This is an optimization exercise on Yosys and OpenROAD, whose aim is small area, not a production implementation.
Function was checked by simulation only, so behaviour that the tests miss may differ from the original.
Power and IR drop assume default switching activity.

<file path="flow/flow/run.sh">
#!/bin/bash
# Own layout flow: the standard flow (standard.sh) with these changes.
#  1. Synthesis: the standard flow's own synthesis script, with ABC's mapping script
#     replaced by flow/area.abc (area-oriented), and adders left to ABC
#     (no extract_fa). Registers are untouched.
#  2. Port buffers: the smallest buffer cell.
#  3. CTS: clkbuf_8 sink clusters and no dummy loads. The clusters start
#     large; if the finished layout's largest flip-flop clock-pin slew is
#     above SLEW_OK_PS, CTS and routing are redone with smaller clusters.
# Each tool's output goes to its own log in this folder and in orfs/logs.
set -euo pipefail
W=$PWD
SLEW_OK_PS=118
{ cat "$W/flow/abc_override.tcl"; cat "$W/synth_recipe.tcl"; } > "$W/my_synth.tcl"
export MY_ABC_SCRIPT="$W/flow/area.abc"
export BUFFER_PORTS_ARGS="-buffer_cell sky130_fd_sc_hd__buf_1"
export RES="$W/orfs/results/$FLOW_PLATFORM/rv_core/base"
export LIB="$FLOW_HOME/platforms/$FLOW_PLATFORM/lib/sky130_fd_sc_hd__tt_025C_1v80.lib"
CTS_BASE="-sink_clustering_enable -repair_clock_nets -dont_use_dummy_load -buf_list sky130_fd_sc_hd__clkbuf_8"
LADDER=("-sink_clustering_size 20 -sink_clustering_max_diameter 50"
        "-sink_clustering_size 18 -sink_clustering_max_diameter 55"
        "-sink_clustering_size 17 -sink_clustering_max_diameter 50"
        "-sink_clustering_size 16 -sink_clustering_max_diameter 50"
        "-sink_clustering_size 12 -sink_clustering_max_diameter 40")
for i in 0 1 2 3 4; do
  export CTS_ARGS="$CTS_BASE ${LADDER[$i]}"
  if [[ $i -gt 0 ]]; then
    bash "$W/standard.sh" SYNTH_SCRIPT="$W/my_synth.tcl" clean_cts clean_route clean_finish > "$W/clean_$i.log" 2>&1
  fi
  bash "$W/standard.sh" SYNTH_SCRIPT="$W/my_synth.tcl" finish > "$W/standard_$i.log" 2>&1
  openroad -no_init -exit "$W/flow/clk_slew.tcl" > "$W/clk_slew_$i.log" 2>&1 || true
  slew=$(awk '/^CLKSLEW_PS/ {print $2}' "$W/clk_slew_$i.log")
  echo "attempt $i: CTS_ARGS=$CTS_ARGS clock-pin slew ${slew:-unknown} ps"
  if [[ -n "$slew" ]] && awk -v s="$slew" -v ok="$SLEW_OK_PS" 'BEGIN { exit !(s <= ok) }'; then
    break
  fi
done
</file>
<file path="flow/flow/abc_override.tcl">
# Replace the script of every ABC run with flow/area.abc (area-oriented mapping,
# no buffering or sizing: the layout flow repairs drive strengths later).
proc abc {args} {
  set i [lsearch -exact $args -script]
  if {$i >= 0} { set args [lreplace $args $i [expr {$i + 1}] -script $::env(MY_ABC_SCRIPT)] }
  set j [lsearch -exact $args -D]
  if {$j >= 0} { set args [lreplace $args $j [expr {$j + 1}]] }
  yosys abc {*}$args
}
# Leave adders to ABC instead of mapping them to full/half-adder cells first.
proc extract_fa {args} { puts "extract_fa skipped" }
</file>
<file path="flow/flow/area.abc">
strash
balance
rewrite
refactor
balance
rewrite
rewrite -z
balance
refactor -z
rewrite -z
balance
dch -f
amap
topo
</file>
<file path="flow/flow/clk_slew.tcl">
# Largest slew at any flip-flop clock pin of the finished layout, in ps,
# with the parasitics ORFS extracted in its finish step.
set R $::env(RES)
read_liberty $::env(LIB)
read_db $R/6_final.odb
read_sdc $R/6_final.sdc
read_spef $R/6_final.spef
set mx 0
foreach p [get_pins -hierarchical */CLK] {
  set s [get_property $p slew_max]
  if {$s > $mx} { set mx $s }
}
puts "CLKSLEW_PS [expr {$mx * 1000.0}]"
</file>
<file path="flow/standard.sh">
#!/bin/bash
# synth_recipe.tcl (not shown) runs the flow's synth.tcl, then flattens the netlist and writes it again
# the make line also repeats each setting of config.mk as NAME=value (left out here)
make -C /OpenROAD-flow-scripts/flow DESIGN_CONFIG=/design/flow/config.mk WORK_HOME=/design/flow/orfs CLKGATE_MAP_FILE= SYNTH_SCRIPT=/design/flow/synth_recipe.tcl "${@:-finish}"
</file>
<file path="flow/config.mk">
export PLATFORM = sky130hd
export DESIGN_NAME = rv_core
export DESIGN_NICKNAME = rv_core
export VERILOG_FILES = /design/flow/design.v
export SDC_FILE = /design/flow/constraint.sdc
export NUM_CORES = 4
export LEC_CHECK = 0
export ABC_AREA = 1
export CAP_MARGIN = 20
export CORE_MARGIN = 2
export CORE_UTILIZATION = 72
export SLEW_MARGIN = 20
</file>
<file path="flow/constraint.sdc">
create_clock -name core_clock -period 10.0 [get_ports {clk}]
set_input_delay 2.0000 -clock core_clock [delete_from_list [all_inputs] [get_ports {clk}]]
set_output_delay 2.0000 -clock core_clock [all_outputs]
set_load 0.01 [all_outputs]
</file>
<file path="flow/design.v">
`timescale 1ns/1ns
package rv_pkg;
    localparam int XLEN        = 32;
    localparam int REG_ADDR_W  = 5;
    localparam int DMEM_WORDS  = 64;
    localparam int DMEM_ADDR_W = $clog2(DMEM_WORDS);
    typedef logic [XLEN-1:0]       word_t;
    typedef logic [REG_ADDR_W-1:0] reg_addr_t;
    typedef enum logic [6:0] {
        OP_REG    = 7'b0110011,
        OP_IMM    = 7'b0010011,
        OP_LOAD   = 7'b0000011,
        OP_STORE  = 7'b0100011,
        OP_BRANCH = 7'b1100011
    } opcode_e;
    typedef enum logic [3:0] {
        ALU_ADD = 4'd0,
        ALU_SUB = 4'd1,
        ALU_AND = 4'd2,
        ALU_OR  = 4'd3,
        ALU_XOR = 4'd4,
        ALU_SLT = 4'd5,
        ALU_SLL = 4'd6,
        ALU_SRL = 4'd7
    } alu_op_e;
    localparam word_t NOP_INSTR = 32'h0000_0013;
endpackage
`timescale 1ns/1ns
`timescale 1ns/1ns
`timescale 1ns/1ns
`timescale 1ns/1ns
`timescale 1ns/1ns
module rv_core (
    input  logic        clk,
    input  logic        reset,
    output logic [31:0] instr_addr,
    input  logic [31:0] instr_data,
    output logic        wb_valid,
    output logic [4:0]  wb_rd,
    output logic [31:0] wb_data
);
    logic [2:0]  phase;
    logic        rot;       
    logic        clr;       
    logic [9:0]  pc;        
    logic [31:0] T;         
    logic [7:0]  X;         
    logic        carry;
    logic        flag;
    logic        wbv;
    logic [4:0]  wbrd;
    logic [31*32-1:0] rf;   
    logic L, hp;
    assign hp = (phase == 3'd7) ? L : ~L;
    logic [64*32-1:0] dm;
    logic [6:0] opc;
    logic [4:0] rd, rs1, rs2;
    logic [2:0] f3;
    assign opc = instr_data[6:0];
    assign rd  = instr_data[11:7];
    assign f3  = instr_data[14:12];
    assign rs1 = instr_data[19:15];
    assign rs2 = instr_data[24:20];
    logic is_r, is_i, is_ld, is_st, is_br, is_alu;
    logic op_sll, op_srl, op_slt, op_sub, two_rot, wr_rd;
    assign is_r   = (opc == 7'b0110011);
    assign is_i   = (opc == 7'b0010011);
    assign is_ld  = (opc == 7'b0000011);
    assign is_st  = (opc == 7'b0100011);
    assign is_br  = (opc == 7'b1100011);
    assign is_alu = is_r | is_i;
    assign op_sll = is_alu & (f3 == 3'b001);
    assign op_srl = is_alu & (f3 == 3'b101);
    assign op_slt = is_alu & (f3 == 3'b010);
    assign op_sub = (is_r & (f3 == 3'b000) & instr_data[30]) | op_slt;
    assign two_rot = op_sll | op_srl | op_slt | is_ld | is_st;
    assign wr_rd  = (is_alu | is_ld) & (rd != 5'd0);
    logic [31:0] imm;
    logic [3:0]  I;
    assign imm = is_st ? {{20{instr_data[31]}}, instr_data[31:25], instr_data[11:7]}
                       : {{20{instr_data[31]}}, instr_data[31:20]};
    assign I = imm[{phase, 2'b00} +: 4];
    logic [31:0][3:0] rhead;
    logic [63:0][3:0] mhead;
    always_comb begin
        rhead[0] = {4{hp}};
        for (int k = 1; k < 32; k++) rhead[k] = rf[(k-1)*32 +: 4];
        for (int k = 0; k < 64; k++) mhead[k] = dm[k*32 +: 4];
    end
    logic [4:0] baddr;
    logic [3:0] A, B, M, OPB;
    assign baddr = (op_sll & rot) ? rd : rs2;
    assign A   = rhead[rs1] ^ {4{hp}};
    assign B   = rhead[baddr] ^ {4{hp}};
    assign M   = mhead[X[7:2]] ^ {4{hp}};
    assign OPB = is_r ? B : I;
    logic [3:0] bb, sum;
    logic       cin, cout;
    assign bb  = op_sub ? ~OPB : OPB;
    assign cin = (phase == 3'd0) ? op_sub : carry;
    assign {cout, sum} = {1'b0, A} + {1'b0, bb} + {4'd0, cin};
    logic lt, neq, acc, taken;
    assign lt    = (A[3] ^ OPB[3]) ? A[3] : sum[3];
    assign neq   = (A != B);
    assign acc   = ((phase == 3'd0) ? 1'b0 : flag) | neq;
    assign taken = is_br & (acc ^ ~f3[0]);
    logic [4:0]  s, t;
    logic [31:0] V;
    logic [3:0]  rot4, sh;
    assign s   = {(phase == 3'd1 && !rot) ? OPB[0] : X[4], X[3:0]};
    assign t   = op_sll ? (5'd0 - s) : s;
    assign V   = {T[31:4], op_sll ? A : T[3:0]};
    logic [18:0] S4;
    logic [10:0] S3;
    logic [6:0]  S2;
    logic [4:0]  S1;
    always_comb begin
        for (int k = 0; k < 19; k++) S4[k] = t[4] ? V[(k + 16) % 32] : V[k];
        for (int k = 0; k < 11; k++) S3[k] = t[3] ? S4[k + 8] : S4[k];
        for (int k = 0; k < 7; k++)  S2[k] = t[2] ? S3[k + 4] : S3[k];
        for (int k = 0; k < 5; k++)  S1[k] = t[1] ? S2[k + 2] : S2[k];
        for (int k = 0; k < 4; k++)  rot4[k] = t[0] ? S1[k + 1] : S1[k];
    end
    logic [3:0] qp;
    logic       le7, le6, pge, pgt;
    logic [3:0] keep;
    assign qp  = {1'b0, s[4:2]} + {1'b0, phase};
    assign le7 = ~qp[3];
    assign le6 = ~qp[3] & (qp[2:0] != 3'd7);
    assign pge = (phase >= s[4:2]);
    assign pgt = (phase >  s[4:2]);
    always_comb begin
        for (int i = 0; i < 4; i++) begin
            if (op_sll) keep[i] = (2'(i) >= s[1:0]) ? pge : pgt;
            else        keep[i] = ((3'(i) + {1'b0, s[1:0]}) >= 3'd4) ? le6 : le7;
        end
    end
    assign sh = rot4 & keep;
    logic [3:0] R;
    always_comb begin
        if (is_ld)                R = M;
        else if (is_st)           R = B;
        else if (op_sll | op_srl) R = sh;
        else if (op_slt)          R = {3'b000, flag & (phase == 3'd0)};
        else begin
            case (f3)
                3'b100:  R = A ^ OPB;
                3'b110:  R = A | OPB;
                3'b111:  R = A & OPB;
                default: R = sum;
            endcase
        end
    end
    logic rd_time, reg_we, mem_we;
    always_comb begin
        if (op_sll)                   rd_time = rot ? (phase == 3'd0) : (phase != 3'd0);
        else if (two_rot)             rd_time = rot;
        else                          rd_time = !rot;
    end
    assign reg_we = wr_rd & rd_time & ~clr;
    assign mem_we = is_st & rot & ~clr;
    logic [3:0] Wq;
    logic [4:0] rdq;
    logic       rwq, mwq, clrq;
    always_ff @(posedge clk) begin
        Wq   <= (clr ? 4'd0 : R) ^ {4{~(L ^ (phase == 3'd7))}};
        rdq  <= rd;
        rwq  <= reg_we;
        mwq  <= mem_we;
        clrq <= clr;
    end
    genvar g;
    generate
        for (g = 1; g < 32; g++) begin : g_rf
            logic we;
            logic [31:0] r;
            assign we = clrq | (rwq & (rdq == 5'(g)));
            always_ff @(posedge clk)
                r <= {r[3:0], ~(we ? Wq : r[31:28]), r[27:4]};
            assign rf[(g-1)*32 +: 32] = r;
        end
        for (g = 0; g < 64; g++) begin : g_dm
            logic we;
            logic [31:0] r;
            assign we = clrq | (mwq & (X[7:2] == 6'(g)));
            always_ff @(posedge clk)
                r <= {r[3:0], ~(we ? Wq : r[31:28]), r[27:4]};
            assign dm[g*32 +: 32] = r;
        end
    endgenerate
    logic [3:0] ttail;
    assign ttail = ((op_sll | op_srl) & !rot) ? A :
                   (op_sll & rot & (phase != 3'd0)) ? B : R;
    logic last;
    assign last = (phase == 3'd7) & (rot | ~two_rot) & ~clr;
    logic [9:0] pc_next;
    assign pc_next = pc + (taken ? {instr_data[7], instr_data[30:25], instr_data[11:9]} : 10'd1);
    always_ff @(posedge clk) begin
        T    <= {ttail, T[31:4]};
        wbrd <= rd;
        carry <= cout;
        if (is_br)               flag <= acc;
        else if (phase == 3'd7)  flag <= lt;
        if (!rot && phase == 3'd0) X[3:0] <= (is_ld | is_st) ? sum : OPB;
        if (!rot && phase == 3'd1) X[7:4] <= (is_ld | is_st) ? sum : OPB;
    end
    always_ff @(posedge clk) begin
        if (reset) begin
            phase <= 3'd0;
            rot   <= 1'b0;
            clr   <= 1'b1;
            pc    <= 10'd0;
            wbv   <= 1'b0;
            L     <= 1'b0;
        end else begin
            phase <= phase + 3'd1;
            L     <= L ^ (phase == 3'd7);
            wbv   <= last & wr_rd;
            if (clr) begin
                if (phase == 3'd7) clr <= 1'b0;
            end else begin
                if (phase == 3'd7) rot <= two_rot & ~rot;
                if (last) pc <= pc_next;
            end
        end
    end
    assign instr_addr = {20'd0, pc, 2'b00};
    assign wb_valid   = wbv;
    assign wb_rd      = wbrd;
    assign wb_data    = T;
endmodule
</file>
==> summary.md <==
| Metric | Value |
|---|---|
| Clock buffer count from CTS | 181 |
| Die height | 319 um |
| Final design utilization | 77.5% |
| Hold path depth | 0 |
| Depth of the worst register-to-register path | 32 |
| Number of antenna violations at the first check in global routing | 5 |
| Syn_area_per_cell | 15.3 um^2 |
| Routed via count divided by cell count | 5.63 |
| Via count | 35,200 |
| Critical-path cell with the highest stage delay | sky130_fd_sc_hd__a2111oi_0 |
| Total overflow reported by the global router | 0 |
| Startpoint type of the worst setup path | primary input |
| Worst vdd ir | 0.184 mV |
| Data required time of the worst path | 10.73 ns |
| Ranking of synthesized cells by area | sky130_fd_sc_hd__dfxtp_1 87%, sky130_fd_sc_hd__o22ai_1 3.9%, sky130_fd_sc_hd__o21ai_0 1.1% |
| Yosys top cell area share | 86.8% |
| Period utilization | 89.9% |
| Avg WL per Cell | 22.3 um |
| Count of distinct cell types in the synthesized netlist | 42 |
| Count of pins over their slew limit | 0 |
| Adder-cell share of the synthesized area | 0% |
| Setup TNS | 0 ns |
| Layout cell share with drive strength beyond 1 | 4.70% |
| Number of synthesized flops with an enable pin | 9 |
| Async set or reset register ratio after synthesis | 0% |
| TritonCTS clock tree | done |
| Most common cell type on the critical path | sky130_fd_sc_hd__nor2_1 |
| Number of buffer cells added on primary ports | 81 |
| Maximum clock insertion buffer count | 3 |
| Final Critical Period | 8.99 ns |
| Leak | 29.5 nW |
| Drt first pass iters | 6 |
| Critical path arrival | 9.73 ns |
| Drt total wl | 140,000 um |
| Worst clock skew | 0.105 ns |
| Clock transition at the registers of the reported paths | 0.11 ns |
| Status | finished clean |
| CP Max Fanout | 60 |
| Biggest area consumer among synthesized cells | sky130_fd_sc_hd__dfxtp_1 |
| Combinational family with the most area after synthesis | compound AO/OA/AOI/OAI gates |
| Worst-case hold path end point | g_rf[2].r[8] |
| Total number of nets in the final design | 4,997 |
| Iter 0 DRT Violations | 3,192 |
| Initial Utilization | 72.7% |
| Post-synthesis compound-gate area fraction | 9.76% |
| Startpoint of the lowest-slack hold path | g_rf[2].r[12] |
| Final weighted congestion in routability-driven placement | 0.930 |
| Yosys warns | 1 |
| Dominant delay contributor by cell family on the critical path | compound AO/OA/AOI/OAI gates |
| Post-Synth Simple-Gate Area | 1.95% |
| Portion of netlist area occupied by mux cells | 0% |
| Nature of the critical path endpoint | flop |
| Maximum number of pins on one net before global-route repair | 77 |
| Worst setup margin | 1.01 ns |
| Sequential fraction of the synthesis area | 87.1% |
| Clock sinks | 3,111 |
| Number of H-tree levels | 4 |
| Leading register cell type out of synthesis | sky130_fd_sc_hd__dfxtp_1 |
| Worst reg2reg path endpoint | Wq[2] |
| Post-synthesis xor/xnor area fraction | 0% |
| Post-synthesis to final-layout area growth | 6.57% |
| Post-CTS setup buffer count | 0 |
| Antenna violation net count after detailed routing | 0 |
| First-pass GRT wire length | 206,000 um |
| Reg2Reg Setup Slack | 2.57 ns |
| Register bit count reported by yosys | 3,111 |
| Die width | 319 um |
| CP Class | primary input to flop |
| Cell area after technology mapping | 71,600 um^2 |
| Residual DRC count | 0 |
| Delay of the slowest cell on the worst path | 0.61 ns |
| Aggregate global-route resource usage | 27.2% |
| Most common library cell in the layout ignoring fill and taps | sky130_fd_sc_hd__dfxtp_1 |
| Hold bufs inserted after CTS | 0 |
| Dpl hpwl | 88,500 um |
| Cts repair resizes | 0 |
| Max Cap Viol | 0 |
| Commonest non-fill, non-tap cells in the layout | 3,098 x sky130_fd_sc_hd__dfxtp_1, 444 x sky130_fd_sc_hd__o22ai_1, 181 x sky130_fd_sc_hd__clkbuf_8 |
| # fillers | 5,574 |
| Row count | 115 |
| Count of final hold-check violations | 0 |
| Final setup violation count | 0 |
| Power density of the placed cells | 243 nW/um^2 |
| CP Buf/Inv Count | 9 |
| Critical R2R Launch | phase[0] |
| Via count of the first global-routing pass | 34,000 |
| Number of standard cells after synthesis | 4,664 |
| Ports placed on the boundary | 104 |
| Setup repair after global routing missed its margin | false |
| Area of the die | 102,000 um^2 |
| Achievable clock frequency | 111 MHz |
| Worst Tran Pin Value | 1.09 ns |
| Source-to-sink clock delay at the later pin of the worst-skew pair | 0.88 ns |
| Buffer cell driving the clock tree root | sky130_fd_sc_hd__clkbuf_8 |
| Place WS | 0.402 ns |
| Max_slew headroom | 26.6% |
| Std-Cell Core Area | 98,400 um^2 |
| Class of the tightest hold or removal check | flop to flop |
sequential cells by signal, indices dropped and copies added (netlist names), 3 cells and up:
| signal | count |
|---|---|
| T | 32 |
| Wq | 4 |
| X | 8 |
| g_dm.r | 2048 |
| g_rf.r | 992 |
| pc | 10 |
| phase | 3 |
| wbrd | 5 |
stage by stage:
| stage | total power, mW | instances | hold WS, ns | cell area [um^2] |
|---|---|---|---|---|
| after floorplan | 13.5 | 4685 | 0.310 | 71700 |
| final | 18.5 | 6252 | 0.241 | 76300 |
| after global routing | 19.1 | 6251 | 0.239 | 76300 |
| after detailed placement | 13.8 | 6067 | 0.312 | 73800 |
| after CTS | 18.6 | 6248 | 0.240 | 76300 |
| after global placement | 13.8 | 6067 | 0.310 | 73800 |
cells in the mapped netlist, drive strengths merged (6+ instances only):
library cell  count
o221ai           43
or3               6
nor2            108
a311oi           15
o22ai           446
a22oi            11
buf              22
o21ai           163
o221a            21
o21a             12
a222oi           58
dfxtp          3102
edfxtp            9
nor2b             7
o311ai            6
nand3            37
clkinv          172
a221o            23
a31oi            33
a21oi           117
or2              18
o22a              7
nand4             6
nand2            90
nor3             38
a221oi           60
cell type report:
class | instances | area, um^2 | share of cell area (%)
flip-flops and latches | 3111 | 62400 | 81.8
multi-input cells | 1380 | 8520 | 11.2
clock buffers | 181 | 2490 | 3.27
well taps | 1287 | 1610 | 2.11
inverters | 172 | 659 | 0.865
repair buffers | 117 | 588 | 0.771
diodes | 4 | 10.0 | 0.0131
where the power goes:
| group | switching, mW | internal (mW) |
|---|---|---|
| sequential | 0.190 | 12.8 |
| combinational | 0.419 | 0.177 |
| clock | 3.29 | 1.63 |
kinds of logic after synthesis:
logic type	count (synthesis)
DFF	3111
and+or+nand+nor	317
AOI/OAI and AO/OA	1041
other	1
buffers and inverters	194
per-layer routing:
layer	wire [um]	vias up	global-route usage, %	part of all wire [%]
met2	63400	1234	42.7	45
met5	23	-	0	0.016
met1	62800	16900	38.0	45
met3	6800	354	3.69	4.9
met4	6570	4	12.9	4.7
li1	-	16700	-	-
worst max-delay path by stage:
stage / cells past startpoint / startpoint / endpoint
2_1_floorplan: 32 / instr_data[3] / Wq[2]
3_5_place_dp: 36 / instr_data[3] / Wq[2]
4_1_cts: 36 / instr_data[3] / Wq[2]
5_1_grt: 36 / instr_data[3] / Wq[2]
3_3_place_gp: 36 / instr_data[3] / Wq[2]
6_report: 36 / instr_data[3] / Wq[2]

[port drivers added, routing unchanged]
The flow's constraints put no driver on any port. The routed layout listed below was extracted and timed again, unchanged, in two steps. Step 1, drivers: a clkbuf_16 drives clk and a buf_2 each remaining input, both assumed. Step 2, shift: input delay + t, output delay - t, t = (earliest + latest rising clock arrival at the registers) / 2. This alone moves slack from input paths to output paths. a / b / c = ideal / step 1 / step 2; a / b = the first two.
t, ns: 0.900
setup slack, ns: 1.006 / 1.051 / 0.151
worst setup path at the end: input to register
latest minus earliest clock arrival (ns): 0.108 / 0.108
pins driven straight from the clock port: 1
After both steps setup and hold are still met in this run. For this run, drivers alone change the setup slack by +0.045 ns; drivers and shift together by -0.855 ns.
